This design comes from an exercise in tuning for small area on the open sky130 flow, not from production work. Function was checked by simulation only, so behaviour that the tests miss may differ from the original. Power is estimated from default activity; no workload was simulated.

===== flow/design.v =====
package flpc_pkg;
  localparam logic [7:0]  RST_STOP_COUNT  = 8'd20;
  localparam logic [7:0]  RST_START_COUNT = 8'd60;
  localparam logic [6:0]  RST_RUN_PCT     = 7'd40;
  localparam logic [6:0]  RST_BOOST_PCT   = 7'd60;
  localparam logic [15:0] RST_BOOST_TICKS = 16'd80;
  localparam logic [15:0] RST_PWM_TOP     = 16'd249;
endpackage
import flpc_pkg::*;
module float_level_pump_controller (
  input  logic        clk,
  input  logic        rst_n,
  input  logic        in_tvalid,
  output logic        in_tready,
  input  logic [7:0]  in_tdata,
  output logic        out_tvalid,
  input  logic        out_tready,
  output logic [23:0] out_tdata,
  input  logic        cfg_valid,
  output logic        cfg_ready,
  input  logic [2:0]  cfg_index,
  input  logic [15:0] cfg_data
);
  logic [7:0]  stop_c, start_c;
  logic [6:0]  run_p, bst_p;
  logic [15:0] bticks, top;
  logic [7:0]  cnt;       
  logic        lw;        
  logic [1:0]  lv;        
  logic [15:0] xc;        
  logic        sm;        
  logic [15:0] cmp;
  logic        ov;
  logic [5:0]  k;         
  logic [7:0]  acc;
  logic        cy;
  logic        xnz, pump, acc_in, w, hit, start_pump, stop_pump, need_calc, busy;
  logic [7:0]  cb, lim, nc;
  logic [8:0]  inc;
  logic [1:0]  lvc, lvl;
  assign cfg_ready  = 1'b1;
  assign busy       = (k != 6'd0);
  assign in_tready  = !busy && !ov && !cfg_valid;
  assign acc_in     = in_tvalid && in_tready;
  assign out_tvalid = ov;
  assign xnz  = (xc != 16'd0);
  assign pump = (lv == 2'd3);
  assign w    = in_tdata[0];
  always_comb begin
    cb   = (w == lw) ? cnt : 8'd0;
    inc  = {1'b0, cb} + 9'd1;
    lim  = w ? start_c : stop_c;
    hit  = (inc >= {1'b0, lim});
    nc   = hit ? lim : inc[7:0];
    lvc  = pump ? 2'd1 : lv;
    if (w ? (stop_c == 8'd0) : hit)       lvl = 2'd2;
    else if (w ? hit : (start_c == 8'd0)) lvl = 2'd1;
    else                                  lvl = lvc;
    start_pump = !xnz && (lvl == 2'd1) && !pump;
    stop_pump  = !xnz && (lvl == 2'd2);
    need_calc  = start_pump || (xnz && !sm && (xc == 16'd1));
  end
  assign out_tdata = {3'b000, sm, xnz && !sm, pump, lvc, cmp};
  always_ff @(posedge clk) begin
    if (!rst_n) begin
      stop_c  <= RST_STOP_COUNT;
      start_c <= RST_START_COUNT;
      run_p   <= RST_RUN_PCT;
      bst_p   <= RST_BOOST_PCT;
      bticks  <= RST_BOOST_TICKS;
      top     <= RST_PWM_TOP;
    end else if (cfg_valid) begin
      case (cfg_index)
        3'd0: stop_c  <= cfg_data[7:0];
        3'd1: start_c <= cfg_data[7:0];
        3'd2: run_p   <= cfg_data[6:0];
        3'd3: bst_p   <= cfg_data[6:0];
        3'd4: bticks  <= cfg_data;
        3'd5: top     <= cfg_data;
        default: ;
      endcase
    end
  end
  logic [6:0]  pr, p;
  logic        pgt, tb_raw, tbit;
  logic [8:0]  sum;
  logic [5:0]  rp;
  logic [5:0]  rs;
  logic        ge;
  logic [4:0]  ti;
  always_comb begin
    pr  = xnz ? bst_p : run_p;
    pgt = (pr > 7'd100);
    p   = pgt ? 7'd100 : pr;
    ti  = 5'(k - 6'd1);
    tb_raw = (k <= 6'd16) ? top[ti[3:0]] : 1'b0;
    tbit   = tb_raw ^ cy;
    sum = {acc[7], acc} + {2'b00, tbit ? p : 7'd0};
    rp  = {acc[4:0], cmp[15]};
    rs  = rp - 6'd25;
    ge  = !rs[5] && !acc[7];
  end
  always_ff @(posedge clk) begin
    if (!rst_n) begin
      cnt <= 8'd0;
      lw  <= 1'b0;
      lv  <= 2'd0;
      xc  <= {8'd0, RST_START_COUNT};
      sm  <= 1'b1;
      cmp <= 16'd0;
      ov  <= 1'b0;
      k   <= 6'd0;
    end else begin
      if (ov && out_tready) ov <= 1'b0;
      if (cfg_valid && cfg_index == 3'd1 && sm && xnz) xc <= {8'd0, cfg_data[7:0]};
      if (acc_in) begin
        if (xnz) xc <= xc - 16'd1;
        else if (start_pump) xc <= bticks;
        if (!xnz) sm <= 1'b0;
        if (!(xnz && !sm)) begin
          cnt <= nc;
          lw  <= w;
          lv  <= (lvl == 2'd1 && !xnz) ? 2'd3 : lvl;
        end
        if (stop_pump) cmp <= 16'd0;
        if (need_calc) k <= 6'd1;
        else ov <= 1'b1;
      end
      if (busy) begin
        if (k <= 6'd18) cmp <= {sum[0], cmp[15:1]};
        else cmp <= {cmp[14:0], ge};
        if (k == 6'd34) begin
          k  <= 6'd0;
          ov <= 1'b1;
        end else begin
          k <= k + 6'd1;
        end
      end
    end
  end
  always_ff @(posedge clk) begin
    if (!busy) begin
      acc <= 8'h9C;    
      cy  <= 1'b1;
    end else if (k <= 6'd18) begin
      acc <= sum[8:1];
      cy  <= tb_raw & cy;
    end else begin
      acc[4:0] <= ge ? rs[4:0] : rp[4:0];
    end
  end
endmodule

===== flow/constraint.sdc =====
create_clock -name core_clock -period 10.0 [get_ports {clk}]
set_input_delay 2.0000 -clock core_clock [delete_from_list [all_inputs] [get_ports {clk}]]
set_output_delay 2.0000 -clock core_clock [all_outputs]
set_load 0.01 [all_outputs]

===== flow/config.mk =====
export PLATFORM = sky130hd
export DESIGN_NAME = float_level_pump_controller
export DESIGN_NICKNAME = float_level_pump_controller
export VERILOG_FILES = /design/flow/design.v
export SDC_FILE = /design/flow/constraint.sdc
export NUM_CORES = 4
export LEC_CHECK = 0
export CAP_MARGIN = 20
export CORE_MARGIN = 2
export CORE_UTILIZATION = 40
export SLEW_MARGIN = 20

===== flow/run.sh =====
#!/bin/bash
# synth_recipe.tcl (not shown) runs the flow's synth.tcl, then flattens the netlist and writes it again
# the make line also repeats each setting of config.mk as NAME=value (left out here)
make -C /OpenROAD-flow-scripts/flow DESIGN_CONFIG=/design/flow/config.mk WORK_HOME=/design/flow/orfs CLKGATE_MAP_FILE= SYNTH_SCRIPT=/design/flow/synth_recipe.tcl finish

==> reports/results.ini, run 1 <==
[layout]
utilization_pct = 47.36
finalNetCount = 885
nFillCells = 1647
design_area_um2 = 7799
final_layout_size_suffix_gt1_share_pct = 7.015
n_antenna_cell = 0
syn_to_final_growth_pct = 16.85
final_cell_count_no_fill = 1061

[timing]
slew_headroom_pct = 29.05
worst_slew_pin_slew_ns = 1.062
clock.fmax_mhz = 150.3
setup_tns_ns = 0
skew_ns = 0.007459
holdWs_ns = 0.4631
finalHoldViolations = 0
final_max_slew_viol_count = 0
setup_viol = 0
timing.final.ws_setup_ns = 3.349
fin_crit_ns = 6.651
fin_crit_sh_pct = 66.51
grt_setup_unrepaired = false

[global_routing]
grt_pass1_wl_mm = 27.92
grt_max_degree = 95
antenna_found_initial = 0
track_usage_pct = 19.54
grt_pass1_vias = 5451
grt-ovfl-total = 0

[die]
rows = 47
dieWidth_um = 133.2
dieHeight_um = 133.2
floorplan.initialDensity_pct = 40.53
die_area_um2 = 17730
coreArea_um2 = 16470
io_pins = 59

[detailed_routing]
vias_per_cell = 5.333
drc = 0
ant_nets = 0
vias = 5658
wl_per_cell_um = 15.68
drt-initial-drc-count = 390
firstDrtPassIters = 5
wl_mm = 16.64

[clocking]
clk_latency_ns = 0.42
cts_root_buffer = clkbuf_16
clkTransAtPathRegs_ns = 0.05
numCtsBuffers = 17
cts_sinks = 122
cts_setup_buffers = 0
cts_tree = built
htreeDepth = 4
postCtsResizedCells = 0
clockBufferDepth = 2
cts_hold_buf = 0

[logic_synthesis]
yosys_warnings = 1
syn_area_um2 = 6674
synth_seq_area_share_pct = 36.60
async_reset_ff_share_pct = 0
yosysUniqueCellTypes = 71
synth_flop_cell = dfxtp_1
synth-edff-count = 0
avgSynthCellArea_um2 = 8.239
syn_inst = 810
synth_seq_cells = 122

[placed_design]
io_buffers = 47
hpwlAfterDp_mm = 11.23
routabilityCongestion = 0.7795
pre_cts_ws_ns = 2.891
dp_cells = 1030
place_area_um2 = 7211

[setup_path]
cp.arrival_ns = 6.99
end_kind = register
critPathMaxFanout = 15
path_class = input pin to register
required_ns = 10.34
start_kind = input pin

[power_and_ir_drop]
p_per_area_nw_per_um2 = 196.8
p_total_mw = 1.535
clkPwrFrac_pct = 40.4
p_int_mw = 1.083
switchingPower_mw = 0.4518
p_leak_nw = 2.988
power_frac_comb_pct = 23.9
swShare_pct = 29.44
ir_drop_uv = 119.7
seq_power_share_pct = 35.7

[status]
status = no timing/DRC/antenna violations

[run]
drv_cap = 0

[hold_path]
min_path_type = register to register

-- sequential cells by signal, indices dropped and copies added (netlist names) --
| register | count |
|---|---|
| acc | 8 |
| bst_p | 7 |
| bticks | 16 |
| cmp | 16 |
| cnt | 8 |
| cy | 1 |
| k | 6 |
| lv | 2 |
| lw | 1 |
| ov | 1 |
| run_p | 7 |
| sm | 1 |
| start_c | 8 |
| stop_c | 8 |
| top | 16 |
| xc | 16 |
-- metal layers --
| layer | vias to the layer above | share of wire (%) | wire (um) | global-route usage (%) |
|---|---|---|---|---|
| li1 | 2894 | - | - | - |
| met1 | 2656 | 52 | 8595 | 28.03 |
| met2 | 93 | 45 | 7437 | 29.99 |
| met3 | 15 | 2.7 | 457 | 4.110 |
| met4 | 0 | 0.90 | 150 | 5.083 |
| met5 | - | 0 | 0 | 0 |
-- layout make-up --
cell class | count | area (um2) | area share (%)
Multi-Input combinational cell | 622 | 3949 | 50.63
Sequential cell | 122 | 2442 | 31.32
Timing Repair Buffer | 49 | 480.5 | 6.161
Clock buffer | 24 | 471.7 | 6.048
Tap cell | 220 | 275.3 | 3.530
Clock inverter | 7 | 116.4 | 1.492
Inverter | 17 | 63.81 | 0.8182
-- layout by cell type, fill, tap and decap left out, types with 9 or more instances in the layout --
master and n:
xnor2_1 17, clkbuf_16 17, dfxtp_1 122, o211ai_1 10, mux2i_1 30, clkdlybuf4s50_1 46
nor3_1 19, nor4_1 9, nor2_1 28, o21ai_0 18, o2bb2ai_1 15, inv_1 17
ha_1 23, nand2_1 191, a21boi_0 51, xor2_1 11, a21oi_1 31, nand3_1 43
-- kinds of logic (layout without fill, tap and decap cells) --
family	Yosys count	in the layout	share of synthesized area, %
compound gates	183	183	19.67
flops	122	122	36.60
mux	39	39	6.693
fa+ha+maj	24	24	4.612
xor+xnor	29	29	3.918
buf+inv	68	97	4.668
other cells	2	4	0.1125
simple gates	343	343	23.73
-- critical path, stage by stage --
cell and delay [ns]:
clkdlybuf4s50_1 0.77, xnor2_1 0.63, and2_1 0.27, ha_1 0.20, nand3_1 0.10, nor2_2 0.21
nand3_1 0.12, xor2_1 0.15, nor2_1 0.13, ha_1 0.26, a21o_1 0.15, a221o_1 0.37
a41oi_4 0.30, a31o_4 0.23, a21oi_2 0.09, nor2_1 0.80, o2bb2ai_1 0.19
-- power by group through the flow --
| stage | clock [mW] | sequential (mW) | combinational (mW) |
|---|---|---|---|
| after floorplan | 0 | 0.546 | 0.299 |
| after global placement | 0 | 0.558 | 0.365 |
| after detailed placement | 0 | 0.558 | 0.367 |
| after CTS | 0.633 | 0.547 | 0.369 |
| after global routing | 0.655 | 0.552 | 0.415 |
| final | 0.620 | 0.548 | 0.367 |
-- worst paths after layout --
| check | from | end | slack, ns | cells after the start |
|---|---|---|---|---|
| max | in_tdata[0] | cmp[14] | 3.35 | 17 |
| min | top[0] | top[0] | 0.46 | 2 |
| max reg2reg | lw | cmp[14] | 5.51 | 16 |
| min reg2reg | top[0] | top[0] | 0.46 | 2 |
-- synth_stat cells, drive strengths merged (8+ instances only) --
cell type,count,area (um2)
nand2,191,716.9
dfxtp,122,2442
a21boi,51,382.9
nand3,45,242.7
a21oi,33,168.9
clkbuf,32,120.1
nor2,31,133.9
mux2i,30,300.3
ha,23,287.8
nor3,21,110.1
buf,19,127.6
o21ai,19,95.09
inv,17,63.81
xnor2,17,148.9
o2bb2ai,15,131.4
xor2,12,112.6
nor4,10,68.81
o211ai,10,75.07
a31oi,8,50.05
and2,8,50.05
and3,8,50.05
==> run 2: changes to the inputs <==
--- a/flow/config.mk
+++ b/flow/config.mk
@@ -9,3 +9,5 @@
 export CORE_MARGIN = 2
 export CORE_UTILIZATION = 40
+export CTS_BUF_LIST = sky130_fd_sc_hd__clkbuf_4
+export CTS_CLUSTER_SIZE = 30
 export SLEW_MARGIN = 20
==> run 2 against run 1 <==
Against the previous run: critical path type unchanged; critical endpoint is now cmp[6]; maximum frequency grew 1.0%; still clean on timing, DRC and antenna; synthesized cell count is the same; combinational power about the same.
==> reports/results.ini, run 2 <==
[layout]
mostFrequentLayoutCells = nand2_1, dfxtp_1, a21boi_0
final_cell_count_no_fill = 1062
finalNetCount = 885
final_layout_size_suffix_gt1_share_pct = 7.372
syn_to_final_growth_pct = 12.41
layout_commonest_cell = nand2_1
utilization_pct = 45.56

[placed_design]
routabilityCongestion = 0.7795
hpwlAfterDp_mm = 11.23
dp_cells = 1030
io_buffers = 47

[setup_path]
r2r-start = lw
critPathMaxFanout = 15
start_kind = input pin
cp.arrival_ns = 7.03
path_class = input pin to register
r2r_end = cmp[6]
required_ns = 10.45
r2r_slack_ns = 5.46
crit_path_end = cmp[6]
rr_worst_depth = 16
end_kind = register
critPathLaunch = in_tdata[0]

[logic_synthesis]
yosysMostFrequentCell = nand2_1
yosys_warnings = 1
yosysUniqueCellTypes = 71
synth-edff-count = 0
synth_seq_cells = 122
syn_area_um2 = 6674
synth_seq_area_share_pct = 36.60
synth_flop_cell = dfxtp_1
yosys-top-cells-count = nand2_1, dfxtp_1, a21boi_0, nand3_1
syn_inst = 810
avgSynthCellArea_um2 = 8.239
yosysTopAreaCell = dfxtp_1
async_reset_ff_share_pct = 0
netlist.area_leader.share_pct = 36.60
synthTopCellsByArea = dfxtp_1, nand2_1, a21boi_0, mux2i_1, ha_1

[die]
rows = 47
die_area_um2 = 17730
floorplan.initialDensity_pct = 40.53
dieHeight_um = 133.2
io_pins = 59
dieWidth_um = 133.2
coreArea_um2 = 16470

[detailed_routing]
ant_nets = 0
vias_per_cell = 5.281
firstDrtPassIters = 4
wl_mm = 16.38
wl_per_cell_um = 15.43
vias = 5608
drc = 0
drt-initial-drc-count = 386

[power_and_ir_drop]
ir_drop_uv = 85.91
p_per_area_nw_per_um2 = 170.3
p_leak_nw = 2.862
p_total_mw = 1.278

[clocking]
cts_hold_buf = 0
numCtsBuffers = 17
clockBufferDepth = 2
htreeDepth = 4
cts_setup_buffers = 0
clk_latency_ns = 0.53
postCtsResizedCells = 0
cts_sinks = 122
clkTransAtPathRegs_ns = 0.10
cts_tree = built
cts_root_buffer = clkbuf_4

[global_routing]
grt_max_degree = 95
antenna_found_initial = 1
grt_pass1_wl_mm = 27.36
grt_pass1_vias = 5419
grt-ovfl-total = 0
track_usage_pct = 19.06

[timing]
clock.fmax_mhz = 151.9
fin_crit_ns = 6.584
setup_viol = 0
slew_headroom_pct = 28.24
setup_tns_ns = 0
final_max_slew_viol_count = 0
finalHoldViolations = 0
grt_setup_unrepaired = false
skew_ns = 0.01613
worst_slew_pin_slew_ns = 1.072
fin_crit_sh_pct = 65.84

[hold_path]
min_path_type = register to register
min_from = top[1]
whs_path_depth = 2

[status]
status = no timing/DRC/antenna violations

[run]
drv_cap = 0

-- run 2: changes by cell type in the layout (fill, tap and decap cells not counted) --
cell,previous run,this run
clkbuf_16,17,0
diode_2,0,1
clkinv_1,0,2
clkbuf_1,5,0
clkbuf_4,0,22
clkbuf_8,2,0
-- run 2: metal layers --
layer | GRT usage (%) | part of all wire [%] | up-vias
li1 | - | - | 2883
met1 | 27.44 | 51 | 2629
met2 | 29.53 | 44 | 88
met3 | 3.767 | 3.4 | 8
met4 | 4.551 | 0.81 | 0
met5 | 0 | 0 | -
-- run 2: worst max-delay path, stage by stage --
cell             delay (ns)
clkdlybuf4s50_1        0.77
xnor2_1                0.63
and2_1                 0.27
ha_1                   0.20
nand3_1                0.10
nor2_2                 0.21
nand3_1                0.12
xor2_1                 0.15
nor2_1                 0.13
ha_1                   0.26
a21o_1                 0.15
a221o_1                0.37
a41oi_4                0.30
a31o_4                 0.23
a21oi_2                0.09
nor2_1                 0.83
o2bb2ai_1              0.18
-- run 2: cell families after synthesis --
kind of cell	Yosys count	synth area share, %
multiplexers	39	6.693
XOR/XNOR	29	3.918
AO/OA/AOI/OAI	183	19.67
AND/OR/NAND/NOR	343	23.73
other	2	0.1125
buffers and inverters	68	4.668
adder cells (fa/ha/maj)	24	4.612
flip-flops	122	36.60
-- run 2: how the worst min path moves through the flow --
stage / to / slack, ns
6_report: top[1] / 0.47
5_1_grt: top[1] / 0.49
4_1_cts: xc[3] / 0.47
3_5_place_dp: top[0] / 0.45
3_3_place_gp: bticks[6] / 0.45
2_1_floorplan: top[5] / 0.44
-- run 2: metrics by stage --
| stage | setup slack (ns) | hold slack (ns) | area [um2] |
|---|---|---|---|
| final | 3.416 | 0.4718 | 7502 |
| after global routing | 3.135 | 0.4900 | 7502 |
| after CTS | 3.476 | 0.4716 | 7500 |
| after detailed placement | 2.891 | 0.4547 | 7211 |
| after global placement | 2.954 | 0.4519 | 7211 |
| after floorplan | 4.578 | 0.4353 | 6681 |
-- run 2: area by class of cell --
| type | instances | area, um2 |
|---|---|---|
| antenna | 1 | 2.502 |
| clock buffer | 22 | 165.2 |
| clock inverter | 9 | 123.9 |
| fill | 1691 | 8964 |
| tap | 220 | 275.3 |
| timing repair buffer | 49 | 480.5 |
| sequential | 122 | 2442 |
| inverter | 17 | 63.81 |
| multi-input combinational | 622 | 3949 |
-- run 2: power breakdown --
| group | internal [mW] | switching [mW] |
|---|---|---|
| Combinational | 0.164 | 0.200 |
| Clock | 0.184 | 0.183 |
| Sequential | 0.515 | 0.0316 |

afterwards: timing with drivers on the ports:
No port has a modelled driver above. Below, the same layouts with a new extraction and two added sets of constraints.
Step 1 assumes that a clkbuf_16 drives the clock port and a buf_2 every other input.
Step 2 times the ports against the registers' clock, not the clock port: input delays grow and output delays shrink by t, the midpoint of the rising clock arrivals with the driver on.
Three values: ideal ports, drivers, drivers and shift; two values: the first two.
run	t, ns	setup slack, ns	hold WS [ns]
run 1	0.456	3.349 / 3.341 / 2.885	0.463 / 0.463 / 0.463
run 2	0.560	3.416 / 3.408 / 2.848	0.472 / 0.472 / 0.472
After both steps setup and hold are still met in every run listed. For run 2, which loses most, drivers alone change the setup slack by -0.008 ns; drivers and shift together by -0.568 ns.
